Source: an optimization exercise on an open RTL-to-GDS flow (aim: small area, a short achievable clock period and few clock cycles per item). Production flows keep margins and buffers that such runs may drop. At most, simulation tests tie the RTL to the original design; equivalence was not proved. No functional check of the RTL was part of runs 6 to 8. Power figures rest on the tool's default switching activity, not on a simulated workload.

==> flow/design.v (outline; a module is shown in full before it is edited, if it fits) <==
// module pp_blk_add_bk: 109 lines
// module pp_out_add_sk: 1675 lines
// module pp_reduction_sequencer: 120 lines
module pp_reduction_sequencer #(
    parameter int WIDTH  = 128,
    parameter int MAX_PP = 16,
    parameter int CNT_W  = 5
) (
    input  logic             clk,
    input  logic             rst,
    input  logic             start,
    input  logic [CNT_W-1:0] pp_count,
    output logic             busy,
    output logic             err,
    input  logic             in_valid,
    output logic             in_ready,
    input  logic [WIDTH-1:0] in_pp0,
    input  logic [WIDTH-1:0] in_pp1,
    output logic             out_valid,
    input  logic             out_ready,
    output logic [WIDTH-1:0] out_result
);
  // ...
==> flow/flow/run.sh <==
#!/bin/bash
# Standard ORFS layout, except that the port buffers are plain buf_1 cells
# (resizing may still upsize them) instead of the default delay buffers.
set -euo pipefail
bash standard.sh BUFFER_PORTS_ARGS="-buffer_cell sky130_fd_sc_hd__buf_1" finish > make_finish.log 2>&1
==> flow/standard.sh <==
#!/bin/bash
# synth_recipe.tcl (not shown) runs the flow's synth.tcl, then flattens the netlist and writes it again
# the make line also repeats each setting of config.mk as NAME=value (left out here)
make -C /OpenROAD-flow-scripts/flow DESIGN_CONFIG=/design/flow/config.mk WORK_HOME=/design/flow/orfs CLKGATE_MAP_FILE= SYNTH_SCRIPT=/design/flow/synth_recipe.tcl "${@:-finish}"
==> flow/config.mk <==
export PLATFORM = sky130hd
export DESIGN_NAME = pp_reduction_sequencer
export DESIGN_NICKNAME = pp_reduction_sequencer
export VERILOG_FILES = /design/flow/design.v
export SDC_FILE = /design/flow/constraint.sdc
export NUM_CORES = 4
export LEC_CHECK = 0
export CAP_MARGIN = 20
export CORE_MARGIN = 2
export CORE_UTILIZATION = 55
export PLACE_DENSITY = 0.75
export SLEW_MARGIN = 20
==> flow/constraint.sdc <==
create_clock -name core_clock -period 4.0 [get_ports {clk}]
set_input_delay 0.8000 -clock core_clock [delete_from_list [all_inputs] [get_ports {clk}]]
set_output_delay 0.8000 -clock core_clock [all_outputs]
set_load 0.01 [all_outputs]
==> results.tsv, run 1 <==
stage	metric	value	unit
run_status	status	no timing/DRC/antenna violations	
cts	CTS Buffer Depth	2	
pwr	Power Density	389.0	mW/mm^2
synthesis	synthesized cell area	0.01687	sq mm
die	Ports	398	
sta	setup slack after layout	0.1105	ns
synthesis	Synth top area share	24.03	%
pwr	Sequential Power	2260	uW
setup_path	internal reg-to-reg setup slack	0.11	ns
route	via count	13250	
sta	unrepaired setup endpoints after global routing	true	
synthesis	Post-Synthesis Cells	1694	
cells_and_area	share of cell area taken by multi-input logic gates	56.25	%
route	drt initial violations	670	
cells_and_area	Largest register FFs	128	
setup_path	R2R cell count	15	
pwr	worst vdd ir	0.2432	mV
sta	minimum clock period	3.889	ns
die	core area	0.03043	sq mm
route	met2 WL	20960	microns
setup_path	WP depth	12	
cells_and_area	multi-input logic area	0.01145	sq mm
global_routing	met3 usage in global routing	4.771	%
global_routing	GR Util met1	33.97	%
min_path	Worst Hold Class	register to register	
min_path	Hold EP	r_res_valid	
pwr	Pleak	0.009267	uW
cells_and_area	buffering overhead	11.11	%
Testbench counts, summed over its fixed seeds: cycles 8,944, items 2,000.
==> module pp_reduction_sequencer, before the edit <==
module pp_reduction_sequencer #(
    parameter int WIDTH  = 128,
    parameter int MAX_PP = 16,
    parameter int CNT_W  = 5
) (
    input  logic             clk,
    input  logic             rst,
    input  logic             start,
    input  logic [CNT_W-1:0] pp_count,
    output logic             busy,
    output logic             err,
    input  logic             in_valid,
    output logic             in_ready,
    input  logic [WIDTH-1:0] in_pp0,
    input  logic [WIDTH-1:0] in_pp1,
    output logic             out_valid,
    input  logic             out_ready,
    output logic [WIDTH-1:0] out_result
);
    localparam logic [CNT_W-1:0] c_MAX_PP = CNT_W'(MAX_PP);
    localparam logic [CNT_W-1:0] c_ONE    = CNT_W'(1);
    localparam int BW = 16;
    localparam int NB = WIDTH / BW;
    logic             r_active;      
    logic             r_first;       
    logic             r_odd;
    logic [CNT_W-1:0] r_beats_left;
    logic             r_mask1;       
    logic             r_res_valid;   
    logic             r_err;
    logic [WIDTH-1:0] r_acc;
    logic [NB-1:0]    r_cb;          
    logic [NB-1:0]    w_base_cb;
    logic [NB-1:0]    w_cb_next;
    logic [WIDTH-1:0] w_acc_next;
    logic [WIDTH-1:0] w_carries;
    logic             w_count_ok;
    logic [CNT_W-1:0] w_beats_init;
    logic             w_last_beat;
    logic             w_beat_fire;
    logic             w_res_take;
    logic             w_start_take;
    logic [WIDTH-1:0] w_base;
    logic [WIDTH-1:0] w_lane1;
    logic [WIDTH-1:0] w_csa_s;
    logic [WIDTH-1:0] w_csa_c;
    assign w_count_ok   = (pp_count != '0) && (pp_count <= c_MAX_PP);
    assign w_beats_init = (pp_count >> 1) + {{(CNT_W-1){1'b0}}, pp_count[0]};
    assign w_last_beat  = (r_beats_left == c_ONE);
    assign in_ready     = r_active && !(r_res_valid && !out_ready);
    assign w_beat_fire  = in_valid && in_ready;
    assign w_res_take   = r_res_valid && out_ready;
    assign busy         = r_active && !(w_beat_fire && w_last_beat);
    assign w_start_take = start && !busy;
    assign w_base  = r_first ? '0 : r_acc;
    assign w_lane1 = r_mask1 ? '0 : in_pp1;
    assign w_csa_s = w_base ^ in_pp0 ^ w_lane1;
    assign w_csa_c = {(w_base[WIDTH-2:0] & in_pp0[WIDTH-2:0]) |
                      (w_base[WIDTH-2:0] & w_lane1[WIDTH-2:0]) |
                      (in_pp0[WIDTH-2:0] & w_lane1[WIDTH-2:0]), 1'b0};
    assign w_base_cb = r_first ? '0 : r_cb;
    for (genvar b = 0; b < NB; b++) begin : g_blk
        logic [BW+1:0] w_t;
        pp_blk_add_bk u_add (
            .a ({1'b0, w_csa_s[b*BW +: BW], 1'b1}),
            .b ({1'b0, w_csa_c[b*BW +: BW], (b == 0) ? 1'b0 : w_base_cb[b]}),
            .y (w_t)
        );
        assign w_acc_next[b*BW +: BW] = w_t[BW:1];
        assign w_cb_next[b]           = w_t[BW+1];
    end
    always_ff @(posedge clk) begin
        if (w_beat_fire) begin
            r_acc <= w_acc_next;
            r_cb  <= {w_cb_next[NB-2:0], 1'b0};
        end
    end
    for (genvar b = 0; b < NB; b++) begin : g_res
        assign w_carries[b*BW +: BW] = {{(BW-1){1'b0}}, (b == 0) ? 1'b0 : r_cb[b]};
    end
    always_ff @(posedge clk) begin
        if (rst) begin
            r_active     <= 1'b0;
            r_first      <= 1'b0;
            r_odd        <= 1'b0;
            r_mask1      <= 1'b0;
            r_beats_left <= '0;
            r_res_valid  <= 1'b0;
            r_err        <= 1'b0;
        end else begin
            r_err <= w_start_take && !w_count_ok;
            if (w_res_take) begin
                r_res_valid <= 1'b0;
            end
            if (w_beat_fire) begin
                r_first      <= 1'b0;
                r_beats_left <= r_beats_left - c_ONE;
                r_mask1      <= r_odd && (r_beats_left == CNT_W'(2));
                if (w_last_beat) begin
                    r_active    <= 1'b0;
                    r_res_valid <= 1'b1;
                end
            end
            if (w_start_take && w_count_ok) begin
                r_active     <= 1'b1;
                r_first      <= 1'b1;
                r_odd        <= pp_count[0];
                r_beats_left <= w_beats_init;
                r_mask1      <= (pp_count == c_ONE);
            end
        end
    end
    assign err        = r_err;
    assign out_valid  = r_res_valid;
    pp_out_add_sk u_res (
        .a (r_acc),
        .b (w_carries),
        .y (out_result)
    );
endmodule
==> run 2, diff against run 1 <==
--- a/flow/design.v
+++ b/flow/design.v
@@ -1837,3 +1837,3 @@
     assign w_res_take   = r_res_valid && out_ready;
-    assign busy         = r_active && !(w_beat_fire && w_last_beat);
+    assign busy         = r_active;
     assign w_start_take = start && !busy;
==> results.tsv, run 2 <==
stage	metric	value	unit	change
cts	CTS root buf	clkbuf_16		
setup_path	Worst setup endpoint	out_result[93]		
cells_and_area	most common cell after layout, fill and taps aside	buf_1		
synthesis	Distinct cells, synth	53		
route	via/cell ratio	5.193		
setup_path	highest fanout seen on the critical path	7		
setup_path	CP max stage delay	0.46	ns	
cells_and_area	Largest register FFs	128		unchanged
synthesis	syn avg cell area	10.09	sq um	
sta	fmax	228.9	MHz	
route	TritonRoute pass-1 iters	5		
route	via count	13373		+0.93%
cts	CTS clk-pin slew, worst paths	0.07	ns	
placement	gp weighted congestion	0.8959		
setup_path	critical path's slowest cell	edfxtp_1		
sta	Slew headroom	42.80	%	
pwr	combinational power share	53.7	%	
placement	HPWL after detailed placement	35780	microns	
synthesis	synthesized cell area	0.01664	sq mm	-1.4%
sta	clock skew	0.01198	ns	
run_status	Layout Check Fail Reasons	setup timing		
synthesis	most instantiated cells after synthesis	inv_1 (333), fa_1 (199), nand2b_1 (168)		
pwr	sequential share of power	26.7	%	
setup_path	internal reg-to-reg setup slack	-0.14	ns	-0.25 ns
cts	CTS buffer count	17		
setup_path	crit path kind	register to output port		
cts	clock latency (worst-skew pair)	0.43	ns	
sta	Period Utilization, post-route	109.2	%	
setup_path	WP data arrival	3.57	ns	
sta	minimum clock period	4.369	ns	+0.4793 ns
pwr	power share of the clock group	19.6	%	
cts	CTS Buffer Depth	2		unchanged
setup_path	crit end category	output port		
route	Antenna Nets Post-Route	0		
setup_path	Setup crit start kind	register		
route	Post-route DRC	0		
pwr	Sw Share	38.15	%	
sta	unrepaired setup endpoints after global routing	true		
synthesis	Synth top area share	24.37	%	+0.33 points
pwr	Pleak	0.009644	uW	+4.1%
placement	port bufs	397		
setup_path	Req. time, crit path	3.20	ns	
job	Max Cap Viol	0		
setup_path	Buf/Inv on CP	3		
die	Ports	398		unchanged
cells_and_area	synth-to-layout area growth	27.60	%	
cells_and_area	Top reg by flops	r_acc		
sta	final hold slack	0.4911	ns	
synthesis	Synthesized Nets	2243		
setup_path	cell family with most CP delay	simple AND/OR/NAND/NOR gates		
setup_path	worst path cell trace	ha_2, ha_4, nand3_4, nor3_4, and4_4, o2111ai_4, a2111oi_4, buf_6, o21a_4, nor3b_4, buf_12, nand4_1, xnor2_1, buf_2		
pwr	worst vdd ir	0.2816	mV	+16%
global_routing	gr usage total	29.24	%	
global_routing	total gr overflow	0		
cells_and_area	post-layout util	71.43	%	
route	final WL	45840	microns	
synthesis	number of synthesized flops with an enable pin	135		
route	DR WL/cell	17.80	microns	
route	met3 WL	3593	microns	
route	M1 WL	17450	microns	
synthesis	Synth Register Bits	146		
cts	H-tree levels	4		
synthesis	Post-Synthesis Cells	1649		-2.7%
synthesis	sequential fraction of the synthesis area	25.69	%	
synthesis	Top FF cell, synth	edfxtp_1		
setup_path	Setup crit start	r_cb[1]		
synthesis	Synth area leader	edfxtp_1		
min_path	Worst Hold Class	register to register		
die	core area	0.02972	sq mm	-2.3%
synthesis	main area contributors after synthesis	edfxtp_1 (24%), fa_1 (24%), ha_1 (9.7%), inv_1 (7.5%), nand2b_1 (6.3%)		
cts	TritonCTS clock tree	done		
cells_and_area	fin nets	2763		
die	Rows	63		
pwr	P_int	5274	uW	
sta	Slew @ Worst Pin	0.8502	ns	
die	Die ar.	0.03165	sq mm	
route	DR top layer	met5		
global_routing	initial antenna violation count	4		
die	die width	177.9	microns	
die	die height	177.9	microns	
cells_and_area	layout cells sized above 1	17.60	%	
run_status	status	failed layout checks		
global_routing	vias in the first global route	14080		
route	met2 WL	23250	microns	+11%
synthesis	asr flop ratio synth	0	%	
global_routing	first-pass GRT wire length	70750	microns	
setup_path	WP depth	14		+2
die	Initial Utilization	55.98	%	
setup_path	r2r endpoint	r_acc[15]		
synthesis	synth warn	1		
pwr	Psw	3253	uW	
setup_path	R2R cell count	18		+3
cts	CTS sink cnt	146		
sta	Final setup viols	53		
sta	Final Max Tran Viols	0		
synthesis	count leader, synth	inv_1		
cells_and_area	top flop regs	r_acc x128, r_cb x7, r_beats_left x5		
pwr	Power Density	401.7	mW/mm^2	+3.3%
route	drt initial violations	812		+21%
global_routing	largest net degree at the start of global routing	75		
sta	setup slack after layout	-0.3688	ns	-0.4793 ns
sta	Fin. Hold Viols	0		
cells_and_area	commonest cells after routing, fill and taps aside	buf_1 (350), inv_1 (322), fa_1 (173)		
setup_path	r2r startpoint	r_mask1		
==> run 2: cells by family (layout without fill, tap and decap cells) <==
family | after synthesis | count (layout) | share of synthesized area, %
AOI/OAI and AO/OA | 132 | 132 | 5.859
xor gates and xnor gates | 165 | 165 | 8.687
adders and majority gates | 328 | 328 | 33.65
buffers and inverters | 383 | 916 | 9.003
DFF | 146 | 146 | 25.69
muxes | 1 | 1 | 0.06017
other | 0 | 3 | 0
and+or+nand+nor | 494 | 494 | 17.05
==> run 2: layout make-up <==
class                      count  area, sq um
tap                          390        488.0
clock inverter                10        78.83
inverter                     334         1259
multi-input combinational   1120        11660
fill                        2120         8489
sequential                   146         4282
antenna                        3        7.507
timing repair buffer         550         2928
clock buffer                  22        528.0
==> run 2: worst reg2reg max path: cells and delay by family, from the launching register on <==
family,cells,cell delay [ns]
simple gates,1,0.14
buf+inv,4,0.38
fa+ha+maj,4,1.48
compound gates,9,1.66
flops,1,0.36
==> run 2: through the flow <==
stage | cells | setup TNS, ns | setup WS (ns) | instance area (sq um) | total power [uW]
after detailed placement | 2499 | -12.55 | -0.4472 | 19370 | 6344
final | 2575 | -10.16 | -0.3688 | 21230 | 8528
after global routing | 2572 | -21.07 | -0.5087 | 21220 | 9183
after global placement | 2499 | -8.333 | -0.3927 | 19370 | 6079
after CTS | 2562 | -11.32 | -0.3638 | 20800 | 8335
after floorplan | 1649 | -0.2954 | -0.1660 | 16750 | 5071
==> run 2: power by group through the flow <==
stage / clock network [uW] / logic, uW / registers (uW)
after floorplan: 0 / 2820 / 2250
after global placement: 0 / 3780 / 2300
after detailed placement: 0 / 4040 / 2310
after CTS: 1690 / 4370 / 2270
after global routing: 1760 / 5130 / 2300
final: 1670 / 4580 / 2280
==> run 2: routing by layer <==
metal	global-route usage, %	up-vias
met3	6.834	89
met2	51.55	507
met1	34.22	6518
li1	-	6255
met5	0	-
met4	11.95	4
==> run 2: what timing repair did <==
action | 4_1_cts | 5_1_grt
pin swaps | 75 | 79
resized for setup | 141 | 78
cloned | 1 | 0
hold endpoints to repair | 0 | 0
endpoints found under the setup margin | 87 | 98
hold buffers | 0 | 0
buffers inserted | 34 | 16
==> run 2: worst min-delay path by stage <==
stage                      from     endpoint  slack (ns)  depth (start not counted)
floorplan                 r_odd        r_odd        0.45                          2
global placement          r_odd        r_odd        0.47                          2
detailed placement        r_odd        r_odd        0.47                          2
CTS                       r_odd        r_odd        0.48                          2
global route        r_res_valid  r_res_valid        0.53                          2
finish                    r_odd        r_odd        0.49                          2
Testbench counts of run 2, summed over its fixed seeds: cycles 10,936, items 2,000.
==> run 3, diff against run 2 <==
--- a/flow/config.mk
+++ b/flow/config.mk
@@ -9,4 +9,3 @@
 export CORE_MARGIN = 2
-export CORE_UTILIZATION = 55
-export PLACE_DENSITY = 0.75
+export CORE_UTILIZATION = 40
 export SLEW_MARGIN = 20
==> results.tsv, run 3 <==
stage	metric	value	unit	change
cts	CTS root buf	clkbuf_16		
sta	clock skew	0.01004	ns	-0.001938 ns
cts	CTS clk-pin slew, worst paths	0.07	ns	about the same
setup_path	crit end category	output port		
synthesis	asr flop ratio synth	0	%	unchanged
sta	minimum clock period	4.219	ns	-0.1498 ns
setup_path	crit path kind	register to output port		
global_routing	largest net degree at the start of global routing	54		-28%
pwr	Power Density	391.0	mW/mm^2	-2.7%
synthesis	Top FF cell, synth	edfxtp_1		
pwr	sequential share of power	26.9	%	+0.2 points
route	Post-route DRC	0		unchanged
cells_and_area	top flop regs	r_acc x128, r_cb x7, r_beats_left x5		
sta	unrepaired setup endpoints after global routing	true		
cts	hold_buf cts	0		unchanged
die	Rows	74		+17%
route	Antenna Nets Post-Route	0		unchanged
sta	Final Max Tran Viols	0		unchanged
route	final WL	47240	microns	+3.0%
run_status	status	failed layout checks		
setup_path	highest fanout seen on the critical path	5		-2
route	TritonRoute pass-1 iters	5		unchanged
sta	Slew headroom	62.68	%	+20 points
setup_path	Buf/Inv on CP	6		+3
setup_path	cell family with most CP delay	buffers and inverters		
cts	TritonCTS clock tree	done		
pwr	power share of the clock group	20.0	%	+0.4 points
placement	worst slack, placed	-0.4383	ns	+0.008870 ns
cells_and_area	Top reg by flops	r_acc		
pwr	total power	8475	uW	-0.61%
setup_path	Req. time, crit path	3.20	ns	about the same
die	Ports	398		unchanged
synthesis	main area contributors after synthesis	edfxtp_1 (24%), fa_1 (24%), ha_1 (9.7%), inv_1 (7.5%), nand2b_1 (6.3%)		
setup_path	Worst path most repeated cell	buf_6		
cts	H-tree levels	4		unchanged
cells_and_area	Sequential Area	0.004282	sq mm	unchanged
cells_and_area	multi-input logic area	0.01167	sq mm	about the same
sta	Slew @ Worst Pin	0.5553	ns	-0.2950 ns
cts	CTS buffer count	17		unchanged
synthesis	synth warn	1		unchanged
synthesis	syn avg cell area	10.09	sq um	unchanged
global_routing	met3 usage in global routing	4.996	%	-1.8 points
cells_and_area	design area	0.02168	sq mm	+2.1%
die	die width	207.9	microns	+17%
synthesis	Post-Synthesis Cells	1649		unchanged
pwr	combinational power share	53.1	%	-0.6 points
setup_path	Setup crit start kind	register		
route	via/cell ratio	4.754		-8.5%
synthesis	Synth top area share	24.37	%	unchanged
synthesis	Synthesized Nets	2243		unchanged
synthesis	Synth Area in Adders	33.65	%	unchanged
min_path	hold path startpoint	r_res_valid		
global_routing	gr usage total	22.18	%	-7.1 points
global_routing	GR Util met1	27.70	%	-6.5 points
cells_and_area	fin nets	2788		+0.90%
synthesis	xor/xnor cell area share of the yosys netlist	8.687	%	unchanged
min_path	Worst Hold Class	register to register		
placement	HPWL after detailed placement	37660	microns	+5.3%
synthesis	number of synthesized flops with an enable pin	135		unchanged
synthesis	Synth area leader	edfxtp_1		
pwr	Sw Share	37.14	%	-1.0 points
job	Max Cap Viol	0		unchanged
cells_and_area	layout cells sized above 1	18.03	%	+0.43 points
setup_path	WP data arrival	3.42	ns	-0.15 ns
global_routing	initial antenna violation count	4		unchanged
global_routing	vias in the first global route	14031		-0.35%
cells_and_area	synth-to-layout area growth	30.31	%	
sta	Final setup viols	44		-17%
synthesis	synthesized cell area	0.01664	sq mm	unchanged
sta	Period Utilization, post-route	105.5	%	-3.7 points
setup_path	critical path's slowest cell	nor4_1		
synthesis	most instantiated cells after synthesis	inv_1 (333), fa_1 (199), nand2b_1 (168)		
cts	clock latency (worst-skew pair)	0.45	ns	+0.02 ns
die	die height	207.9	microns	+17%
setup_path	worst path cell trace	nand3_1, nor4_1, buf_4, inv_1, a2111oi_4, buf_6, o2111ai_4, buf_6, a21oi_4, buf_6, nand4_1, xnor2_1, buf_2		
cells_and_area	commonest cells after routing, fill and taps aside	buf_1 (352), inv_1 (326), fa_1 (178)		
cells_and_area	number of fillers in the final layout	3722		+76%
placement	Post-DP Area	0.01961	sq mm	+1.2%
cts	CTS sink cnt	146		unchanged
synthesis	Synth Register Bits	146		unchanged
pwr	Pleak	0.009805	uW	+1.7%
setup_path	CP max stage delay	0.51	ns	+0.05 ns
sta	Setup TNS	-4.624	ns	+5.538 ns
route	drt initial violations	563		-31%
run_status	Layout Check Fail Reasons	setup timing		
die	Die ar.	0.04324	sq mm	+37%
global_routing	total gr overflow	0		unchanged
setup_path	r2r startpoint	r_mask1		
synthesis	multiplexer area fraction after synthesis	0.06017	%	unchanged
placement	port bufs	397		unchanged
synthesis	post-synthesis compound-gate area fraction	5.859	%	unchanged
setup_path	Setup crit start	r_acc[69]		
sta	fmax	237.0	MHz	+3.6%
sta	final hold slack	0.4931	ns	+0.001985 ns
cts	CTS Buffer Depth	2		unchanged
route	via count	13041		-2.5%
cells_and_area	Largest register FFs	128		unchanged
synthesis	Post-Synth Simple-Gate Area	17.05	%	unchanged
sta	Fin. Hold Viols	0		unchanged
synthesis	count leader, synth	inv_1		
global_routing	first-pass GRT wire length	74620	microns	+5.5%
sta	setup slack after layout	-0.2190	ns	+0.1498 ns
global_routing	grt met2 use	38.57	%	-13 points
pwr	Psw	3148	uW	-3.2%
placement	gp weighted congestion	0.8881		-0.87%
synthesis	sequential fraction of the synthesis area	25.69	%	unchanged
cells_and_area	most common cell after layout, fill and taps aside	buf_1		
pwr	P_int	5328	uW	+1.0%
synthesis	largest family of logic cells by synthesized area	adder cells		
die	core area	0.04092	sq mm	+38%
route	DR WL/cell	17.22	microns	-3.3%
synthesis	Distinct cells, synth	53		unchanged
global_routing	Most Crowded Layer GR	met2		
die	Initial Utilization	40.65	%	-15 points
pwr	worst vdd ir	0.2998	mV	+6.5%
run 3: cell counts after synthesis:
Identical to the previous run, type by type.
run 3: cell families after synthesis:
kind of cell | Yosys count
xor+xnor | 165
mux | 1
buf+inv | 383
simple gates | 494
flops | 146
compound gates | 132
fa+ha+maj | 328
run 3: worst register-to-register path: cells and delay by family (launching register included):
family          cells  cell delay [ns]
compound gates      9             1.65
flops               1             0.38
simple gates        1             0.14
buf+inv             3             0.25
fa+ha+maj           4             1.51
run 3: repair_timing:
action                     4_1_cts  5_1_grt
setup buffers                   44       14
pin swaps                       78       65
resized for setup              133       82
setup endpoints to repair       93       97
cloned                           2        0
run 3: routing by layer:
metal / share of wire (%) / vias to the layer above
met5: 0.047 / -
met4: 2.3 / 4
met3: 6.1 / 51
met2: 50 / 343
met1: 42 / 6330
li1: - / 6313
run 3: final timing paths:
kind                     endpoint  slack (ns)  cells after the start
hold / removal        r_res_valid        0.49                      2
hold reg to reg       r_res_valid        0.49                      2
setup / recovery  out_result[125]       -0.22                     13
setup reg to reg        r_acc[15]       -0.06                     17
run 3: power by group through the flow:
stage / Combinational [uW] / Clock, uW / Sequential, uW
after floorplan: 2820 / 0 / 2250
after global placement: 3870 / 0 / 2320
after detailed placement: 4030 / 0 / 2320
after CTS: 4400 / 1740 / 2270
after global routing: 5110 / 1780 / 2300
final: 4500 / 1690 / 2280
run 3: layout make-up:
| class | count | area share (%) |
|---|---|---|
| sequential | 146 | 19.75 |
| inverter | 334 | 5.806 |
| timing repair buffer | 575 | 14.66 |
| multi-input combinational | 1120 | 53.82 |
| tap | 532 | 3.071 |
| clock inverter | 4 | 0.1212 |
| antenna | 4 | 0.04617 |
| clock buffer | 28 | 2.730 |
run 3: stage by stage:
step                utilization, %  std cells
floorplan                        -       1649
global placement             47.92       2651
detailed placement           47.92       2651
CTS                          51.82       2727
global route                 52.95       2740
finish                       52.97       2743
==> run 4, diff against run 3 <==
--- a/flow/design.v
+++ b/flow/design.v
@@ -1837,3 +1837,3 @@
     assign w_res_take   = r_res_valid && out_ready;
-    assign busy         = r_active;
+    assign busy         = r_active && !(w_beat_fire && w_last_beat);
     assign w_start_take = start && !busy;
==> flow/flow/run.sh (replaced) <==
#!/bin/bash
# Standard ORFS layout with two changes: synthesis maps all logic through ABC
# (no separate full/half-adder extraction), and the port buffers are plain
# buf_1 cells instead of the default delay buffers.
set -euo pipefail
bash standard.sh ADDER_MAP_FILE= BUFFER_PORTS_ARGS="-buffer_cell sky130_fd_sc_hd__buf_1" finish > make_finish.log 2>&1
==> results.tsv, run 4 <==
stage	metric	value	unit	change
synthesis	Distinct cells, synth	101		+91%
synthesis	synthesized cell area	0.01816	sq mm	+9.2%
die	die height	217.1	microns	+4.4%
route	Post-route DRC	0		unchanged
setup_path	Req. time, crit path	3.20	ns	about the same
setup_path	Buf/Inv on CP	1		-5
setup_path	WP depth	17		+4
cells_and_area	multi-input logic area	0.01475	sq mm	+26%
sta	minimum clock period	5.224	ns	+1.005 ns
sta	Setup TNS	-48.00	ns	-43.37 ns
setup_path	R2R cell count	16		-1
cts	CTS Buffer Depth	2		unchanged
min_path	WHS Path Cells	2		unchanged
sta	clock skew	0.01503	ns	+0.004987 ns
cells_and_area	Top reg by flops	r_acc		
sta	Slew headroom	44.84	%	-18 points
die	Initial Utilization	40.28	%	-0.37 points
synthesis	synth warn	1		unchanged
setup_path	crit path kind	register to output port		
die	die width	217.1	microns	+4.4%
setup_path	worst path cell trace	and4_4, nand4_1, nor4_4, a31o_2, a32o_2, a41o_1, nand3_4, nor3_4, o2111ai_4, or3_4, o21ai_4, a41o_1, nand4_4, nor3_4, nand3_2, xnor2_2, buf_2		
run_status	Layout Check Fail Reasons	setup timing		
synthesis	Synth top area share	22.32	%	-2.0 points
route	DR top layer	met5		
cts	CTS root buf	clkbuf_16		
die	Die ar.	0.04712	sq mm	+9.0%
cells_and_area	layout cells sized above 1	28.34	%	+10 points
route	M1 WL	25240	microns	+28%
synthesis	most instantiated cells after synthesis	xnor2_1 (412), nor2b_1 (230), nand2_1 (218)		
route	met2 WL	31500	microns	+34%
die	Rows	78		+5.4%
sta	Period Utilization, post-route	130.6	%	+25 points
synthesis	largest family of logic cells by synthesized area	XOR/XNOR gates		
synthesis	Synthesized Nets	2466		+9.9%
setup_path	critical path's slowest cell	or3_4		
cells_and_area	design area	0.02621	sq mm	+21%
sta	unrepaired setup endpoints after global routing	true		
sta	Fin. Hold Viols	0		unchanged
sta	Slew @ Worst Pin	0.8273	ns	+0.2721 ns
synthesis	asr flop ratio synth	0	%	unchanged
setup_path	internal reg-to-reg setup slack	-0.65	ns	-0.59 ns
route	via count	18658		+43%
synthesis	Synth area leader	edfxtp_1		
min_path	Hold EP	r_odd		
cts	clock latency (worst-skew pair)	0.50	ns	+0.05 ns
cts	TritonCTS clock tree	done		
route	met3 WL	2879	microns	-0.69%
min_path	hold path startpoint	r_odd		
synthesis	Post-Synthesis Cells	2200		+33%
synthesis	Synth Register Bits	146		unchanged
placement	gp weighted congestion	0.9300		+4.7%
setup_path	CP max stage delay	0.38	ns	-0.13 ns
pwr	Pleak	0.01045	uW	+6.6%
synthesis	count leader, synth	xnor2_1		
synthesis	Synth Area in Adders	6.573	%	-27 points
sta	fmax	191.4	MHz	-19%
cells_and_area	fin nets	3302		+18%
route	via/cell ratio	5.102		+7.3%
placement	port bufs	397		unchanged
run_status	status	failed layout checks		
setup_path	Setup crit start kind	register		
placement	HPWL after detailed placement	48190	microns	+28%
synthesis	number of synthesized flops with an enable pin	135		unchanged
cells_and_area	Largest register FFs	128		unchanged
setup_path	cell family with most CP delay	simple AND/OR/NAND/NOR gates		
synthesis	syn avg cell area	8.255	sq um	-18%
placement	Post-DP Area	0.02370	sq mm	+21%
cts	CTS buffer count	17		unchanged
synthesis	Top FF cell, synth	edfxtp_1		
synthesis	sequential fraction of the synthesis area	23.53	%	-2.2 points
cells_and_area	most common cell after layout, fill and taps aside	buf_4		
setup_path	crit end category	output port		
synthesis	multiplexer area fraction after synthesis	0.1653	%	+0.11 points
cts	CTS clk-pin slew, worst paths	0.07	ns	about the same
route	DR WL/cell	16.94	microns	-1.6%
global_routing	total gr overflow	0		unchanged
global_routing	initial antenna violation count	12		+8
setup_path	r2r startpoint	r_first		
setup_path	WP data arrival	4.42	ns	+1.00 ns
cells_and_area	commonest cells after routing, fill and taps aside	buf_4 (445), xnor2_1 (378), buf_1 (337)		
cells_and_area	number of fillers in the final layout	4127		+11%
synthesis	xor/xnor cell area share of the yosys netlist	28.61	%	+20 points
global_routing	first-pass GRT wire length	94450	microns	+27%
job	Max Cap Viol	0		unchanged
pwr	worst vdd ir	0.3276	mV	+9.3%
global_routing	vias in the first global route	18648		+33%
synthesis	main area contributors after synthesis	edfxtp_1 (22%), xnor2_1 (20%), nor2b_1 (7.9%), xor2_1 (6.2%), maj3_1 (5.5%)		
route	TritonRoute pass-1 iters	5		unchanged
cells_and_area	synth-to-layout area growth	44.33	%	
route	Antenna Nets Post-Route	0		unchanged
pwr	Power Density	377.6	mW/mm^2	-3.4%
sta	Final setup viols	95		+120%
global_routing	gr usage total	25.60	%	+3.4 points
global_routing	largest net degree at the start of global routing	52		-3.7%
die	core area	0.04509	sq mm	+10%
cts	H-tree levels	4		unchanged
die	Ports	398		unchanged
synthesis	post-synthesis compound-gate area fraction	13.48	%	+7.6 points
sta	Final Max Tran Viols	0		unchanged
setup_path	highest fanout seen on the critical path	4		-1
setup_path	r2r endpoint	r_cb[4]		
cts	CTS sink cnt	146		unchanged
cells_and_area	top flop regs	r_acc x128, r_cb x7, r_beats_left x5		
synthesis	Post-Synth Simple-Gate Area	24.33	%	+7.3 points
cells_and_area	Sequential Area	0.004282	sq mm	unchanged
sta	setup slack after layout	-1.224	ns	-1.005 ns
route	drt initial violations	874		+55%
route	final WL	61970	microns	+31%
min_path	Worst Hold Class	register to register		
==> run 4: worst max path at each step <==
stage | startpoint | end
2_1_floorplan | r_acc[24] | out_result[127]
3_3_place_gp | in_pp0[48] | r_cb[4]
3_5_place_dp | in_pp0[48] | r_cb[4]
4_1_cts | r_acc[17] | out_result[125]
5_1_grt | r_acc[25] | out_result[125]
6_report | r_acc[26] | out_result[127]
==> run 4: cell families after synthesis <==
kind of cell / Yosys count
AO/OA/AOI/OAI: 361
XOR/XNOR: 561
adder cells (fa/ha/maj): 117
buffers and inverters: 133
flip-flops: 146
multiplexers: 3
AND/OR/NAND/NOR: 879
==> run 4: final cells by class <==
| cell class | instances | share of cell area (%) |
|---|---|---|
| multi-input cells | 1921 | 56.27 |
| repair buffers | 882 | 21.08 |
| flip-flops and latches | 146 | 16.33 |
| diodes | 8 | 0.07637 |
| inverters | 68 | 0.9976 |
| clock buffers | 22 | 2.100 |
| clock inverters | 10 | 0.2816 |
| well taps | 600 | 2.864 |
==> run 4: per-stage QoR <==
| stage | cells | util (%) | power [uW] | setup WS (ns) | hold WS [ns] |
|---|---|---|---|---|---|
| global route | 3655 | 58.13 | 10520 | -1.518 | 0.5340 |
| detailed placement | 3527 | 52.56 | 7473 | -1.042 | 0.5015 |
| finish | 3657 | 58.14 | 9898 | -1.224 | 0.5282 |
| floorplan | 2200 | - | 5832 | -0.7183 | 0.4642 |
| global placement | 3527 | 52.56 | 7323 | -0.9383 | 0.4752 |
| CTS | 3617 | 56.40 | 9650 | -1.420 | 0.5036 |
==> run 4: report_power, final <==
part           internal (uW)  switching [uW]
clock network            988             792
registers               2060             111
logic                   3020            2930
==> run 4: what timing repair did <==
item,CTS,global route
pin swaps,125,96
setup endpoints to repair,112,122
setup buffers,60,38
cloned,2,0
resized for setup,168,136
hold buffers,0,0
==> run 4: routing by layer <==
layer | track usage (%) | vias to the layer above
li1 | - | 9224
met2 | 45.74 | 476
met3 | 4.836 | 108
met4 | 12.31 | 10
met1 | 29.31 | 8840
met5 | 0 | -
==> run 4: tightest hold or removal path: stages, from the launching register on <==
cell     delay, ns
dfxtp_1       0.34
mux2i_1       0.08
nor2_1        0.08
Testbench counts of run 4, summed over its fixed seeds: cycles 8,944, items 2,000.
==> run 5, diff against run 4 <==
==> flow/flow/run.sh (replaced) <==
#!/bin/bash
# Standard ORFS layout, except that the port buffers are plain buf_1 cells
# (resizing may still upsize them) instead of the default delay buffers, and
# that after global routing the resizer downsizes cells on paths with slack.
set -euo pipefail
bash standard.sh BUFFER_PORTS_ARGS="-buffer_cell sky130_fd_sc_hd__buf_1" RECOVER_POWER=100 finish > make_finish.log 2>&1
==> results.tsv, run 5 <==
stage	metric	value	unit	change
pwr	Power Density	382.3	mW/mm^2	+1.3%
min_path	Worst Hold Class	register to register		
route	drt initial violations	548		-37%
cells_and_area	most common cell after layout, fill and taps aside	buf_1		
sta	clock skew	0.009601	ns	-0.005427 ns
setup_path	CP max stage delay	0.40	ns	+0.02 ns
die	die height	209.4	microns	-3.6%
cells_and_area	top flop regs	r_acc x128, r_cb x7, r_beats_left x5		
route	DR WL/cell	16.36	microns	-3.4%
cts	CTS buffer count	17		unchanged
die	Initial Utilization	40.39	%	+0.11 points
sta	fmax	253.6	MHz	+33%
global_routing	largest net degree at the start of global routing	68		+31%
synthesis	Post-Synthesis Cells	1694		-23%
setup_path	Setup crit start	r_cb[1]		
cts	hold_buf cts	0		unchanged
placement	gp weighted congestion	0.8638		-7.1%
synthesis	synthesized cell area	0.01687	sq mm	-7.1%
route	via/cell ratio	4.804		-5.8%
setup_path	r2r startpoint	r_first		
synthesis	Synth Register Bits	146		unchanged
route	Antenna Nets Post-Route	0		unchanged
synthesis	syn avg cell area	9.957	sq um	+21%
synthesis	asr flop ratio synth	0	%	unchanged
setup_path	WP data arrival	3.14	ns	-1.28 ns
cts	clock latency (worst-skew pair)	0.45	ns	-0.05 ns
synthesis	synth warn	1		unchanged
synthesis	Synthesized Nets	2288		-7.2%
synthesis	main area contributors after synthesis	edfxtp_1 (24%), fa_1 (24%), ha_1 (9.6%), inv_1 (7.4%), nand2b_1 (6.3%)		
cells_and_area	commonest cells after routing, fill and taps aside	buf_1 (362), inv_1 (331), fa_1 (199)		
cells_and_area	design area	0.02090	sq mm	-20%
sta	setup slack after layout	0.05738	ns	+1.282 ns
sta	Final setup viols	0		-100%
synthesis	number of synthesized flops with an enable pin	135		unchanged
synthesis	Top FF cell, synth	edfxtp_1		
cells_and_area	fin nets	2765		-16%
synthesis	Synth top area share	24.03	%	+1.7 points
cts	H-tree levels	4		unchanged
cts	CTS root buf	clkbuf_16		
setup_path	crit path kind	register to output port		
route	Post-route DRC	0		unchanged
synthesis	sequential fraction of the synthesis area	25.34	%	+1.8 points
run_status	Layout Check Fail Reasons	capacitance limit, slew limit		
run_status	status	failed layout checks		
cells_and_area	post-layout util	50.04	%	-8.1 points
cts	CTS clk-pin slew, worst paths	0.06	ns	about the same
sta	Slew headroom	-27.04	%	-72 points
global_routing	first-pass GRT wire length	71170	microns	-25%
setup_path	Worst setup endpoint	out_result[85]		
job	Max Cap Viol	2		+2
setup_path	Setup crit start kind	register		
placement	Post-DP Area	0.01946	sq mm	-18%
sta	Slew @ Worst Pin	1.906	ns	+1.078 ns
global_routing	vias in the first global route	13734		-26%
synthesis	count leader, synth	inv_1		
pwr	Pleak	0.009524	uW	-8.9%
pwr	total power	7989	uW	-19%
cts	CTS Buffer Depth	2		unchanged
setup_path	cell family with most CP delay	compound AO/OA/AOI/OAI gates		
global_routing	initial antenna violation count	2		-10
placement	HPWL after detailed placement	36450	microns	-24%
cells_and_area	synth-to-layout area growth	23.88	%	
setup_path	highest fanout seen on the critical path	8		+4
cts	CTS sink cnt	146		unchanged
setup_path	internal reg-to-reg setup slack	0.08	ns	+0.73 ns
setup_path	WP depth	13		-4
sta	unrepaired setup endpoints after global routing	true		
die	Die ar.	0.04383	sq mm	-7.0%
cells_and_area	Top reg by flops	r_acc		
setup_path	crit end category	output port		
synthesis	Distinct cells, synth	55		-46%
placement	port bufs	397		unchanged
route	final WL	44590	microns	-28%
sta	Period Utilization, post-route	98.57	%	-32 points
placement	worst slack, placed	-0.4296	ns	+0.6123 ns
sta	Final Max Tran Viols	134		+134
die	Rows	75		-3.8%
sta	Setup TNS	0	ns	+48.00 ns
setup_path	critical path's slowest cell	edfxtp_1		
die	core area	0.04176	sq mm	-7.4%
sta	Fin. Hold Viols	0		unchanged
route	TritonRoute pass-1 iters	5		unchanged
synthesis	Synth area leader	edfxtp_1		
cts	TritonCTS clock tree	done		
synthesis	most instantiated cells after synthesis	inv_1 (331), fa_1 (199), nand2b_1 (170)		
setup_path	Buf/Inv on CP	3		+2
setup_path	Req. time, crit path	3.20	ns	about the same
route	via count	13090		-30%
setup_path	R2R cell count	15		-1
setup_path	worst path cell trace	ha_2, ha_4, nand3_4, nor3_4, a31o_4, a41oi_4, o21ai_4, buf_12, a21oi_4, buf_6, nor3_2, xor2_2, buf_2		
cells_and_area	layout cells sized above 1	12.36	%	-16 points
setup_path	r2r endpoint	r_acc[30]		
global_routing	total gr overflow	0		unchanged
pwr	worst vdd ir	0.2811	mV	-14%
die	die width	209.4	microns	-3.6%
cells_and_area	Largest register FFs	128		unchanged
die	Ports	398		unchanged
global_routing	gr usage total	20.92	%	-4.7 points
sta	minimum clock period	3.943	ns	-1.282 ns
[run 5: final cells by class]
| type | count | area (sq um) |
|---|---|---|
| inverter | 332 | 1247 |
| clock buffer | 19 | 432.9 |
| tap | 539 | 674.4 |
| timing repair buffer | 510 | 2490 |
| multi-input combinational | 1164 | 11620 |
| clock inverter | 13 | 142.6 |
| antenna | 2 | 5.005 |
| fill | 3952 | 20860 |
| sequential | 146 | 4278 |
[run 5: cells by family after synthesis]
group / share of synthesized area [%]
buffers and inverters: 8.990
and+or+nand+nor: 18.31
DFF: 25.34
adders and majority gates: 33.19
muxes: 0.05935
AOI/OAI and AO/OA: 5.393
xor gates and xnor gates: 8.723
[run 5: through the flow]
step,hold slack (ns),std cells
floorplan,0.4541,1694
global placement,0.4788,2661
detailed placement,0.4768,2661
CTS,0.4937,2718
global route,0.5220,2724
finish,0.4932,2725
[run 5: tightest hold or removal path, cell delays in order (launching register included)]
cell and delay (ns):
dfxtp_1 0.33, a21oi_1 0.06, nor2_1 0.07
[run 5: routing by layer]
metal,up-vias,GRT usage (%),wire [microns]
li1,6313,-,-
met1,6355,27.02,18870
met2,362,36.20,22260
met3,58,3.023,2305
met4,2,6.847,1143
met5,-,0,13
[run 5: worst min-delay path by stage]
stage / endpoint / cells after the start / slack, ns / startpoint
2_1_floorplan: r_odd / 2 / 0.45 / r_odd
6_report: r_odd / 2 / 0.49 / r_odd
4_1_cts: r_odd / 2 / 0.49 / r_odd
3_5_place_dp: r_odd / 2 / 0.48 / r_odd
5_1_grt: r_res_valid / 2 / 0.52 / r_res_valid
3_3_place_gp: r_odd / 2 / 0.48 / r_odd
[run 5: report_power, final]
part | switching, uW | internal (uW) | total [uW]
Combinational | 2190 | 1890 | 4080
Clock | 681 | 968 | 1650
Sequential | 150 | 2110 | 2260
[run 5: repair_timing]
item,in CTS,in global routing
setup buffers,23,5
resized for setup,88,66
setup endpoints to repair,83,84
pin swaps,47,42
cloned,2,0
==> run 6, diff against run 5 <==
--- a/flow/design.v
+++ b/flow/design.v
@@ -1808,4 +1808,6 @@
     localparam int NB = WIDTH / BW;
+    localparam int NC = 8;          
+    localparam int CW = WIDTH / NC;        
     logic             r_active;      
-    logic             r_first;       
+    logic [NC-1:0]    r_first;       
     logic             r_odd;
@@ -1839,3 +1841,12 @@
     assign w_start_take = start && !busy;
-    assign w_base  = r_first ? '0 : r_acc;
+    for (genvar k = 0; k < NC; k++) begin : g_first
+        assign w_base[k*CW +: CW] = r_first[k] ? '0 : r_acc[k*CW +: CW];
+        always_ff @(posedge clk) begin
+            if (rst) begin
+                r_first[k] <= 1'b0;
+            end else begin
+                r_first[k] <= (w_start_take && w_count_ok) || (r_first[k] && !w_beat_fire);
+            end
+        end
+    end
     assign w_lane1 = r_mask1 ? '0 : in_pp1;
@@ -1845,3 +1856,5 @@
                       (in_pp0[WIDTH-2:0] & w_lane1[WIDTH-2:0]), 1'b0};
-    assign w_base_cb = r_first ? '0 : r_cb;
+    for (genvar b = 0; b < NB; b++) begin : g_cbm
+        assign w_base_cb[b] = r_first[(b*BW)/CW] ? 1'b0 : r_cb[b];
+    end
     for (genvar b = 0; b < NB; b++) begin : g_blk
@@ -1868,3 +1881,2 @@
             r_active     <= 1'b0;
-            r_first      <= 1'b0;
             r_odd        <= 1'b0;
@@ -1880,4 +1892,3 @@
             if (w_beat_fire) begin
-                r_first      <= 1'b0;
-                r_beats_left <= r_beats_left - c_ONE;
+                    r_beats_left <= r_beats_left - c_ONE;
                 r_mask1      <= r_odd && (r_beats_left == CNT_W'(2));
@@ -1890,3 +1901,2 @@
                 r_active     <= 1'b1;
-                r_first      <= 1'b1;
                 r_odd        <= pp_count[0];
==> flow/flow/run.sh (replaced) <==
#!/bin/bash
# Standard ORFS layout, except that the port buffers are plain buf_1 cells
# (resizing may still upsize them) instead of the default delay buffers.
set -euo pipefail
bash standard.sh BUFFER_PORTS_ARGS="-buffer_cell sky130_fd_sc_hd__buf_1" finish > make_finish.log 2>&1
==> results.tsv, run 6 <==
stage	metric	value	unit	change
route	Antenna Nets Post-Route	0		unchanged
placement	worst slack, placed	-0.5530	ns	-0.1234 ns
synthesis	synth warn	1		unchanged
synthesis	syn avg cell area	10.10	sq um	+1.4%
cells_and_area	most common cell after layout, fill and taps aside	buf_1		
sta	minimum clock period	4.451	ns	+0.5088 ns
die	Rows	74		-1.3%
synthesis	Synth top area share	24.30	%	+0.26 points
cts	CTS root buf	clkbuf_16		
sta	Period Utilization, post-route	111.3	%	+13 points
synthesis	Synth Register Bits	153		+4.8%
synthesis	number of synthesized flops with an enable pin	135		unchanged
sta	Slew @ Worst Pin	0.8841	ns	-1.021 ns
pwr	Pleak	0.01013	uW	+6.3%
synthesis	asr flop ratio synth	0	%	unchanged
placement	port bufs	397		unchanged
synthesis	synthesized cell area	0.01668	sq mm	-1.1%
setup_path	worst path cell trace	nand4_1, nor4_2, nand4b_1, o31ai_4, buf_12, a21oi_4, o31ai_4, a41oi_4, nor4b_4, buf_4, nand2_2, xnor2_1, buf_2		
setup_path	Req. time, crit path	3.20	ns	about the same
pwr	Power Density	373.1	mW/mm^2	-2.4%
cells_and_area	Layout Cells excl Fill	2759		+1.2%
cells_and_area	commonest cells after routing, fill and taps aside	buf_1 (325), inv_1 (302), fa_1 (178)		
cells_and_area	Largest register FFs	128		unchanged
die	core area	0.04102	sq mm	-1.8%
cells_and_area	synth-to-layout area growth	33.14	%	
route	Post-route DRC	0		unchanged
route	drt initial violations	535		-2.4%
global_routing	initial antenna violation count	3		+1
synthesis	count leader, synth	inv_1		
sta	setup slack after layout	-0.4514	ns	-0.5088 ns
setup_path	highest fanout seen on the critical path	5		-3
cells_and_area	post-layout util	54.16	%	+4.1 points
setup_path	crit path kind	register to output port		
setup_path	Worst path most repeated cell	o31ai_4		
pwr	total power	8288	uW	+3.7%
cts	H-tree levels	4		unchanged
setup_path	CP max stage delay	0.50	ns	+0.10 ns
sta	Final Max Tran Viols	0		-100%
setup_path	crit end category	output port		
sta	fmax	224.6	MHz	-11%
synthesis	Top FF cell, synth	edfxtp_1		
route	final WL	45840	microns	+2.8%
die	Initial Utilization	40.68	%	+0.29 points
cells_and_area	top flop regs	r_acc x128, r_first x8, r_cb x7		
route	via/cell ratio	4.730		-1.5%
cells_and_area	number of fillers in the final layout	3680		-6.9%
placement	gp weighted congestion	0.8720		+0.95%
die	die height	208.2	microns	-0.53%
setup_path	WP data arrival	3.65	ns	+0.51 ns
global_routing	largest net degree at the start of global routing	141		+110%
cts	clock latency (worst-skew pair)	0.44	ns	about the same
placement	number of instances in the placed design	2659		-0.075%
cells_and_area	Top reg by flops	r_acc		
cells_and_area	fin nets	2804		+1.4%
global_routing	total gr overflow	0		unchanged
setup_path	critical path's slowest cell	edfxtp_1		
synthesis	Post-Synthesis Cells	1652		-2.5%
cts	CTS Buffer Depth	2		unchanged
synthesis	most instantiated cells after synthesis	inv_1 (310), fa_1 (199), nand2b_1 (172)		
route	via count	13051		-0.30%
synthesis	sequential fraction of the synthesis area	26.46	%	+1.1 points
placement	HPWL after detailed placement	36900	microns	+1.2%
global_routing	vias in the first global route	14071		+2.5%
cts	CTS sink cnt	153		+4.8%
job	Max Cap Viol	0		-2
synthesis	Synthesized Nets	2246		-1.8%
global_routing	gr usage total	21.31	%	+0.39 points
setup_path	Setup crit start kind	register		
synthesis	Synth area leader	edfxtp_1		
run_status	Layout Check Fail Reasons	setup timing		
cts	TritonCTS clock tree	done		
die	Ports	398		unchanged
global_routing	first-pass GRT wire length	72450	microns	+1.8%
synthesis	main area contributors after synthesis	edfxtp_1 (24%), fa_1 (24%), ha_1 (9.7%), inv_1 (7.0%), nand2b_1 (6.4%)		
route	DR WL/cell	16.61	microns	+1.5%
die	Die ar.	0.04336	sq mm	-1.1%
cells_and_area	layout cells sized above 1	22.22	%	+9.9 points
sta	clock skew	0.009793	ns	+0.0001918 ns
die	die width	208.2	microns	-0.53%
sta	Fin. Hold Viols	0		unchanged
pwr	worst vdd ir	0.2278	mV	-19%
cts	CTS buffer count	17		unchanged
sta	unrepaired setup endpoints after global routing	true		
cts	CTS clk-pin slew, worst paths	0.07	ns	about the same
synthesis	Distinct cells, synth	48		-13%
run_status	status	failed layout checks		
sta	Slew headroom	41.06	%	+68 points
sta	Final setup viols	68		+68
route	TritonRoute pass-1 iters	5		unchanged
min_path	Worst Hold Class	register to register		
==> run 6: layer usage <==
metal	GRT usage (%)	vias up	part of all wire (%)	wire, microns
li1	-	6318	-	-
met1	27.57	6326	43	19790
met2	35.49	341	49	22250
met3	3.940	66	5.0	2298
met4	8.236	0	3.3	1499
met5	0	-	0	0
==> run 6: path summary, 6_finish.rpt <==
| check | start | to | slack [ns] | cells past startpoint |
|---|---|---|---|---|
| min reg2reg | r_res_valid | r_res_valid | 0.49 | 2 |
| max reg2reg | r_mask1 | r_acc[46] | 0.04 | 18 |
| max | r_acc[50] | out_result[125] | -0.45 | 13 |
| min | r_res_valid | r_res_valid | 0.49 | 2 |
==> run 6: kinds of logic after synthesis <==
group                      Yosys count  share of synthesized area (%)
and+or+nand+nor                    526                          17.72
buffers and inverters              357                          8.421
adders and majority gates          328                          33.55
xor gates and xnor gates           170                          8.924
DFF                                153                          26.46
AOI/OAI and AO/OA                  117                          4.867
muxes                                1                        0.05999
==> run 6: power breakdown <==
| part | total (uW) | switching (uW) | internal, uW | leakage, uW |
|---|---|---|---|---|
| combinational | 4220 | 2200 | 2020 | 0.00845 |
| clock | 1720 | 681 | 1040 | 0.000299 |
| sequential | 2340 | 160 | 2180 | 0.00138 |
| total | 8290 | 3040 | 5250 | 0.0101 |
==> run 6: area by class of cell <==
cell class	count	area [sq um]	area share, %
multi-input combinational	1142	12070	54.35
sequential	153	4420	19.90
timing repair buffer	585	3257	14.66
inverter	311	1172	5.278
tap	532	665.6	2.997
clock buffer	27	534.3	2.405
clock inverter	5	81.33	0.3661
antenna	4	10.01	0.04506
==> run 6: critical path, delay by kind of cell, from the launching register on <==
kind,cells,cell delay [ns]
flops,1,0.50
xor+xnor,1,0.17
compound gates,4,0.83
simple gates,5,1.17
buf+inv,3,0.52
==> run 6: what timing repair did <==
action	CTS	global route
pin swaps	80	110
setup endpoints to repair	105	123
gates cloned	1	2
resized for setup	197	166
hold buffers	0	0
hold endpoints to repair	0	0
setup buffers	25	43
==> run 6: metrics by stage <==
stage          setup TNS, ns  cell area (sq um)  hold WS (ns)
3_5_place_dp          -15.65              19650        0.4818
5_1_grt               -27.04              22210        0.5340
2_1_floorplan       -0.07316              16740        0.4541
3_3_place_gp          -12.68              19650        0.4797
4_1_cts               -15.72              21160        0.4932
6_report              -16.89              22210        0.4928
==> run 7, diff against run 6 <==
--- a/flow/design.v
+++ b/flow/design.v
@@ -1814,3 +1814,4 @@
     logic [CNT_W-1:0] r_beats_left;
-    logic             r_mask1;       
+    logic [NC-1:0]    r_mask1;       
+    logic             w_mask1_set;
     logic             r_res_valid;   
@@ -1851,3 +1852,14 @@
     end
-    assign w_lane1 = r_mask1 ? '0 : in_pp1;
+    assign w_mask1_set = (w_start_take && w_count_ok && (pp_count == c_ONE)) ||
+                         (w_beat_fire && r_odd && (r_beats_left == CNT_W'(2)));
+    for (genvar k = 0; k < NC; k++) begin : g_mask1
+        assign w_lane1[k*CW +: CW] = r_mask1[k] ? '0 : in_pp1[k*CW +: CW];
+        always_ff @(posedge clk) begin
+            if (rst) begin
+                r_mask1[k] <= 1'b0;
+            end else begin
+                r_mask1[k] <= w_mask1_set || (r_mask1[k] && !w_beat_fire);
+            end
+        end
+    end
     assign w_csa_s = w_base ^ in_pp0 ^ w_lane1;
@@ -1882,3 +1894,2 @@
             r_odd        <= 1'b0;
-            r_mask1      <= 1'b0;
             r_beats_left <= '0;
@@ -1893,3 +1904,2 @@
                     r_beats_left <= r_beats_left - c_ONE;
-                r_mask1      <= r_odd && (r_beats_left == CNT_W'(2));
                 if (w_last_beat) begin
@@ -1903,3 +1913,2 @@
                 r_beats_left <= w_beats_init;
-                r_mask1      <= (pp_count == c_ONE);
             end
==> results.tsv, run 7 <==
stage	metric	value	unit	change
synthesis	synth warn	1		unchanged
setup_path	r2r startpoint	r_mask1[3]		
global_routing	met3 usage in global routing	2.577	%	-1.4 points
cells_and_area	commonest cells after routing, fill and taps aside	buf_1 (352), inv_1 (311), fa_1 (197)		
synthesis	xor/xnor cell area share of the yosys netlist	8.576	%	-0.35 points
cells_and_area	Largest register FFs	128		unchanged
cts	CTS root buf	clkbuf_16		
synthesis	Synthesized Nets	2287		+1.8%
sta	Slew headroom	47.44	%	+6.4 points
setup_path	crit end category	output port		
route	via count	13143		+0.70%
setup_path	highest fanout seen on the critical path	5		unchanged
sta	minimum clock period	4.030	ns	-0.4213 ns
global_routing	Most Crowded Layer GR	met2		
setup_path	WP depth	13		unchanged
die	die width	210.5	microns	+1.1%
cts	CTS Buffer Depth	2		unchanged
route	Antenna Nets Post-Route	0		unchanged
min_path	WHS Path Cells	2		unchanged
die	Rows	75		+1.4%
setup_path	worst path cell trace	ha_2, ha_4, nand3_4, nor4_4, a21oi_2, o21ai_2, buf_6, a221oi_4, o31a_1, buf_6, nor2_2, xnor2_1, buf_2		
sta	final hold slack	0.5147	ns	+0.02191 ns
synthesis	syn avg cell area	10.07	sq um	-0.26%
setup_path	crit path kind	register to output port		
global_routing	grt met2 use	34.44	%	-1.0 points
sta	setup slack after layout	-0.03011	ns	+0.4213 ns
placement	HPWL after detailed placement	36700	microns	-0.54%
global_routing	first-pass GRT wire length	70700	microns	-2.4%
setup_path	Worst setup endpoint	out_result[122]		
synthesis	Synth top area share	23.77	%	-0.53 points
synthesis	Synth area leader	edfxtp_1		
global_routing	gr usage total	20.53	%	-0.78 points
pwr	Pleak	0.009530	uW	-5.9%
cells_and_area	layout cells sized above 1	13.23	%	-9.0 points
setup_path	cell family with most CP delay	compound AO/OA/AOI/OAI gates		
placement	port bufs	397		unchanged
cts	hold_buf cts	0		unchanged
run_status	status	failed layout checks		
synthesis	Post-Synthesis Cells	1693		+2.5%
cts	CTS clk-pin slew, worst paths	0.06	ns	about the same
die	Initial Utilization	40.57	%	-0.11 points
setup_path	CP max stage delay	0.43	ns	-0.07 ns
cells_and_area	fin nets	2766		-1.4%
die	Die ar.	0.04431	sq mm	+2.2%
pwr	worst vdd ir	0.2086	mV	-8.5%
cts	clock latency (worst-skew pair)	0.46	ns	+0.02 ns
die	die height	210.5	microns	+1.1%
pwr	Power Density	350.4	mW/mm^2	-6.1%
sta	Period Utilization, post-route	100.8	%	-11 points
min_path	Worst Hold Class	register to register		
die	core area	0.04204	sq mm	+2.5%
sta	unrepaired setup endpoints after global routing	true		
global_routing	vias in the first global route	13625		-3.2%
placement	gp weighted congestion	0.8647		-0.84%
pwr	total power	7407	uW	-11%
global_routing	total gr overflow	0		unchanged
sta	clock skew	0.01344	ns	+0.003648 ns
synthesis	Synth Area in Adders	32.82	%	-0.73 points
route	via/cell ratio	4.820		+1.9%
route	TritonRoute pass-1 iters	6		+1
job	Max Cap Viol	0		unchanged
placement	worst slack, placed	-0.3783	ns	+0.1748 ns
route	Post-route DRC	0		unchanged
cts	TritonCTS clock tree	done		
synthesis	Synth Register Bits	160		+4.6%
die	Ports	398		unchanged
sta	Final Max Tran Viols	0		unchanged
synthesis	sequential fraction of the synthesis area	26.70	%	+0.25 points
synthesis	synthesized cell area	0.01706	sq mm	+2.2%
sta	Final setup viols	3		-96%
synthesis	most instantiated cells after synthesis	inv_1 (313), fa_1 (199), nand2b_1 (158)		
synthesis	main area contributors after synthesis	edfxtp_1 (24%), fa_1 (23%), ha_1 (9.5%), inv_1 (6.9%), nand2b_1 (5.8%)		
sta	fmax	248.1	MHz	+10%
global_routing	initial antenna violation count	3		unchanged
sta	Slew @ Worst Pin	0.7884	ns	-0.09573 ns
setup_path	r2r endpoint	r_acc[63]		
setup_path	Setup crit start kind	register		
setup_path	Worst path most repeated cell	buf_6		
run_status	Layout Check Fail Reasons	setup timing		
synthesis	number of synthesized flops with an enable pin	135		unchanged
setup_path	WP data arrival	3.23	ns	-0.42 ns
route	DR WL/cell	16.38	microns	-1.4%
setup_path	Setup crit start	r_cb[1]		
synthesis	post-synthesis compound-gate area fraction	5.722	%	+0.86 points
global_routing	largest net degree at the start of global routing	86		-39%
cells_and_area	top flop regs	r_acc x128, r_first x8, r_mask1 x8		
cells_and_area	synth-to-layout area growth	23.95	%	
synthesis	multiplexer area fraction after synthesis	0.1174	%	+0.057 points
cells_and_area	Top reg by flops	r_acc		
cts	CTS sink cnt	160		+4.6%
global_routing	GR Util met1	28.07	%	+0.50 points
synthesis	count leader, synth	inv_1		
route	final WL	44670	microns	-2.5%
synthesis	Post-Synth Simple-Gate Area	17.79	%	+0.070 points
setup_path	R2R cell count	14		-4
setup_path	Req. time, crit path	3.20	ns	about the same
synthesis	largest family of logic cells by synthesized area	adder cells		
synthesis	Distinct cells, synth	54		+13%
setup_path	Buf/Inv on CP	3		unchanged
cts	H-tree levels	4		unchanged
route	drt initial violations	689		+29%
setup_path	internal reg-to-reg setup slack	0.16	ns	+0.12 ns
setup_path	critical path's slowest cell	edfxtp_1		
cts	CTS buffer count	17		unchanged
synthesis	Top FF cell, synth	edfxtp_1		
cells_and_area	most common cell after layout, fill and taps aside	buf_1		
sta	Fin. Hold Viols	0		unchanged
synthesis	asr flop ratio synth	0	%	unchanged
-- run 7: worst min path at each step --
stage | startpoint | to | slack, ns
global placement | r_odd | r_odd | 0.48
finish | r_odd | r_odd | 0.51
global route | r_res_valid | r_res_valid | 0.54
CTS | r_odd | r_odd | 0.52
floorplan | r_odd | r_odd | 0.46
detailed placement | r_odd | r_odd | 0.49
-- run 7: repair_timing --
item | in CTS | in global routing
gates cloned | 1 | 0
hold endpoints to repair | 0 | 0
setup endpoints to repair | 80 | 78
setup buffers | 8 | 11
gates resized for setup | 57 | 119
pin swaps | 16 | 49
-- run 7: through the flow --
step / cell area, sq um / TNS, ns / utilization [%] / cells
after floorplan: 17090 / 0 / - / 1693
after global placement: 19770 / -7.918 / 47.01 / 2672
after detailed placement: 19770 / -9.410 / 47.01 / 2672
after CTS: 20620 / -0.1184 / 49.04 / 2713
after global routing: 21140 / -2.504 / 50.28 / 2726
final: 21140 / -0.05053 / 50.29 / 2727
-- run 7: layout make-up --
type	instances	area, sq um
Fill cell	3885	20900
Inverter	313	1179
Tap cell	539	674.4
Antenna cell	3	7.507
Clock inverter	7	87.58
Multi-Input combinational cell	1176	11680
Timing Repair Buffer	504	2475
Clock buffer	25	475.5
Sequential cell	160	4566
-- run 7: logic make-up (layout without fill, tap and decap cells) --
group | count (synthesis) | in the layout
XOR/XNOR | 167 | 167
multiplexers | 2 | 2
adder cells (fa/ha/maj) | 328 | 328
flip-flops | 160 | 160
other | 0 | 3
buffers and inverters | 357 | 849
AND/OR/NAND/NOR | 537 | 537
AO/OA/AOI/OAI | 142 | 142
-- run 7: routing by layer --
metal  routed length [microns]  vias to the layer above
li1                          -                     6377
met1                     20490                     6442
met2                     21780                      293
met3                      1726                       31
met4                       677                        0
met5                         0                        -
-- run 7: tightest hold or removal path, cell delays in order, from the launching register on --
cell and delay [ns]:
dfxtp_1 0.33, mux2i_1 0.08, nor2_1 0.07
-- run 7: report_power, final --
part	leakage, uW	switching [uW]	total, uW	internal [uW]
Combinational	0.00782	1810	3410	1600
Sequential	0.00144	152	2350	2200
Clock	0.000275	697	1640	948
==> run 8, diff against run 7 <==
--- a/flow/config.mk
+++ b/flow/config.mk
@@ -10,2 +10,3 @@
 export CORE_UTILIZATION = 40
+export SETUP_SLACK_MARGIN = 0.2
 export SLEW_MARGIN = 20
==> results.tsv, run 8 <==
stage	metric	value	unit	change
synthesis	sequential fraction of the synthesis area	26.70	%	unchanged
cells_and_area	fin nets	2763		-0.11%
min_path	Worst Hold Class	register to register		
die	die width	210.5	microns	unchanged
synthesis	number of synthesized flops with an enable pin	135		unchanged
min_path	WHS Path Cells	2		unchanged
min_path	hold path startpoint	r_mask1[3]		
synthesis	Top FF cell, synth	edfxtp_1		
cts	H-tree levels	4		unchanged
pwr	power share of the clock group	21.9	%	-0.3 points
pwr	P_int	4786	uW	+0.81%
route	final WL	44090	microns	-1.3%
route	TritonRoute pass-1 iters	4		-2
sta	minimum clock period	3.940	ns	-0.09004 ns
cts	clock latency (worst-skew pair)	0.44	ns	-0.02 ns
route	Post-route DRC	0		unchanged
global_routing	total gr overflow	0		unchanged
cells_and_area	synth-to-layout area growth	27.20	%	
global_routing	largest net degree at the start of global routing	52		-40%
job	Max Cap Viol	0		unchanged
synthesis	Distinct cells, synth	54		unchanged
global_routing	first-pass GRT wire length	69570	microns	-1.6%
global_routing	initial antenna violation count	0		-3
sta	unrepaired setup endpoints after global routing	true		
sta	Fin. Hold Viols	0		unchanged
sta	Final Max Tran Viols	0		unchanged
die	Rows	75		unchanged
cts	TritonCTS clock tree	done		
die	Initial Utilization	40.57	%	unchanged
sta	setup slack after layout	0.05994	ns	+0.09004 ns
pwr	Sw Share	36.00	%	+0.092 points
synthesis	syn avg cell area	10.07	sq um	unchanged
global_routing	Most Crowded Layer GR	met2		
die	Die ar.	0.04431	sq mm	unchanged
pwr	Power Density	344.7	mW/mm^2	-1.6%
synthesis	main area contributors after synthesis	edfxtp_1 (24%), fa_1 (23%), ha_1 (9.5%), inv_1 (6.9%), nand2b_1 (5.8%)		
global_routing	GR Util met1	25.47	%	-2.6 points
cts	CTS buffer count	17		unchanged
cells_and_area	Top reg by flops	r_acc		
sta	fmax	253.8	MHz	+2.3%
setup_path	WP data arrival	3.14	ns	-0.09 ns
route	via/cell ratio	4.830		+0.21%
min_path	Hold EP	r_mask1[3]		
cells_and_area	top flop regs	r_acc x128, r_first x8, r_mask1 x8		
sta	Period Utilization, post-route	98.50	%	-2.3 points
cells_and_area	layout cells sized above 1	18.61	%	+5.4 points
global_routing	grt met2 use	35.38	%	+0.95 points
sta	final hold slack	0.5051	ns	-0.009576 ns
pwr	sequential share of power	31.6	%	-0.2 points
cells_and_area	Ant. Diodes	0		-3
synthesis	synthesized cell area	0.01706	sq mm	unchanged
setup_path	internal reg-to-reg setup slack	0.24	ns	+0.08 ns
synthesis	Synth Register Bits	160		unchanged
sta	Slew headroom	55.36	%	+7.9 points
cts	CTS clk-pin slew, worst paths	0.07	ns	about the same
placement	gp weighted congestion	0.8592		-0.64%
synthesis	Synthesized Nets	2287		unchanged
global_routing	vias in the first global route	13909		+2.1%
synthesis	synth warn	1		unchanged
setup_path	crit path kind	register to output port		
placement	port bufs	397		unchanged
cts	CTS Buffer Depth	2		unchanged
setup_path	r2r endpoint	r_acc[79]		
cells_and_area	most common cell after layout, fill and taps aside	buf_1		
pwr	Pleak	0.009797	uW	+2.8%
synthesis	most instantiated cells after synthesis	inv_1 (313), fa_1 (199), nand2b_1 (158)		
synthesis	Synth top area share	23.77	%	unchanged
pwr	combinational power share	46.5	%	+0.5 points
setup_path	crit end category	output port		
route	drt initial violations	497		-28%
setup_path	R2R cell count	14		unchanged
cts	CTS sink cnt	160		unchanged
cts	hold_buf cts	0		unchanged
synthesis	asr flop ratio synth	0	%	unchanged
placement	HPWL after detailed placement	35690	microns	-2.8%
die	die height	210.5	microns	unchanged
placement	worst slack, placed	-0.1763	ns	+0.2019 ns
global_routing	met3 usage in global routing	3.516	%	+0.94 points
cells_and_area	Largest register FFs	128		unchanged
pwr	Psw	2692	uW	+1.2%
pwr	worst vdd ir	0.2646	mV	+27%
die	core area	0.04204	sq mm	unchanged
run_status	status	no timing/DRC/antenna violations		
sta	clock skew	0.009317	ns	-0.004123 ns
synthesis	Synth area leader	edfxtp_1		
synthesis	Post-Synthesis Cells	1693		unchanged
global_routing	gr usage total	19.98	%	-0.55 points
route	DR WL/cell	16.20	microns	-1.1%
setup_path	r2r startpoint	r_acc[64]		
cts	CTS root buf	clkbuf_16		
synthesis	count leader, synth	inv_1		
sta	Slew @ Worst Pin	0.6695	ns	-0.1188 ns
setup_path	highest fanout seen on the critical path	8		+3
setup_path	Req. time, crit path	3.20	ns	about the same
cells_and_area	commonest cells after routing, fill and taps aside	buf_1 (318), inv_1 (312), fa_1 (183)		
die	Ports	398		unchanged
sta	Final setup viols	0		-3
route	Antenna Nets Post-Route	0		unchanged
setup_path	Setup crit start kind	register		
route	via count	13142		-0.0076%
-- run 8: cell counts after synthesis --
Identical to the previous run, type by type.
-- run 8: worst max-delay path, cell delays in order, from the launching register on --
cell and delay, ns:
edfxtp_1 0.42, ha_2 0.21, ha_4 0.17, nand3_4 0.09
nor4_4 0.04, buf_4 0.16, a21oi_4 0.20, o21ai_4 0.07
buf_12 0.14, a221oi_4 0.28, o31a_1 0.34, buf_6 0.20
nor2_1 0.06, xor2_1 0.15, buf_2 0.16
-- run 8: stage by stage --
stage | setup TNS (ns) | instances | area, sq um | utilization [%] | power (uW)
after floorplan | 0 | 1693 | 17240 | - | 4770
after global placement | -0.6684 | 2647 | 19690 | 46.83 | 5576
after detailed placement | -1.545 | 2647 | 19690 | 46.83 | 5714
after CTS | 0 | 2689 | 20810 | 49.50 | 7438
after global routing | -3.961 | 2721 | 21690 | 51.60 | 8112
final | 0 | 2721 | 21690 | 51.60 | 7477
-- run 8: power groups by stage --
stage	Combinational, uW	Clock, uW	Sequential, uW
3_5_place_dp	3330	0	2380
6_report	3480	1640	2360
3_3_place_gp	3200	0	2380
4_1_cts	3390	1690	2350
5_1_grt	3990	1750	2380
2_1_floorplan	2430	0	2340
-- run 8: logic make-up (layout without fill, tap and decap cells) --
family          count (synthesis)  count (layout)  synth area share (%)
simple gates                  537             537                 17.79
flops                         160             160                 26.70
fa+ha+maj                     328             328                 32.82
mux                             2               2                0.1174
compound gates                142             142                 5.722
xor+xnor                      167             167                 8.576
buf+inv                       357             846                 8.268
-- run 8: final cells by class --
type | instances | area, sq um
fill | 3880 | 20350
multi-input combinational | 1176 | 12170
sequential | 160 | 4587
timing repair buffer | 501 | 2509
inverter | 313 | 1179
tap | 539 | 674.4
clock buffer | 21 | 460.4
clock inverter | 11 | 113.9
-- run 8: how the worst max path moves through the flow --
stage	from	end	slack, ns	cells past startpoint
2_1_floorplan	in_pp0[48]	r_acc[63]	0.15	14
3_3_place_gp	in_pp0[64]	r_acc[79]	-0.18	15
3_5_place_dp	in_pp0[48]	r_acc[63]	-0.18	15
4_1_cts	r_acc[16]	out_result[119]	0.02	14
5_1_grt	r_acc[62]	out_result[93]	-0.14	13
6_report	r_acc[16]	out_result[117]	0.06	14
-- run 8: timing repair --
action	in CTS	in global routing
endpoints found under the setup margin	81	105
resized for setup	125	185
setup buffers	9	32
cloned	1	0
pin swaps	28	61
-- run 8: routing by layer --
layer	part of all wire, %	routed length [microns]	vias up
met1	44	19370	6493
met2	51	22460	256
met3	3.8	1678	31
met5	0	0	-
met4	1.3	588	0
li1	-	-	6362

Re-timed with assumed drivers on the ports (clkbuf_16 on the clock, buf_2 on other inputs), run 8 has 0.008 ns of setup slack against 0.060 ns with ideal ports, and -0.226 ns once port delays also move by the mid clock arrival of 0.485 ns.
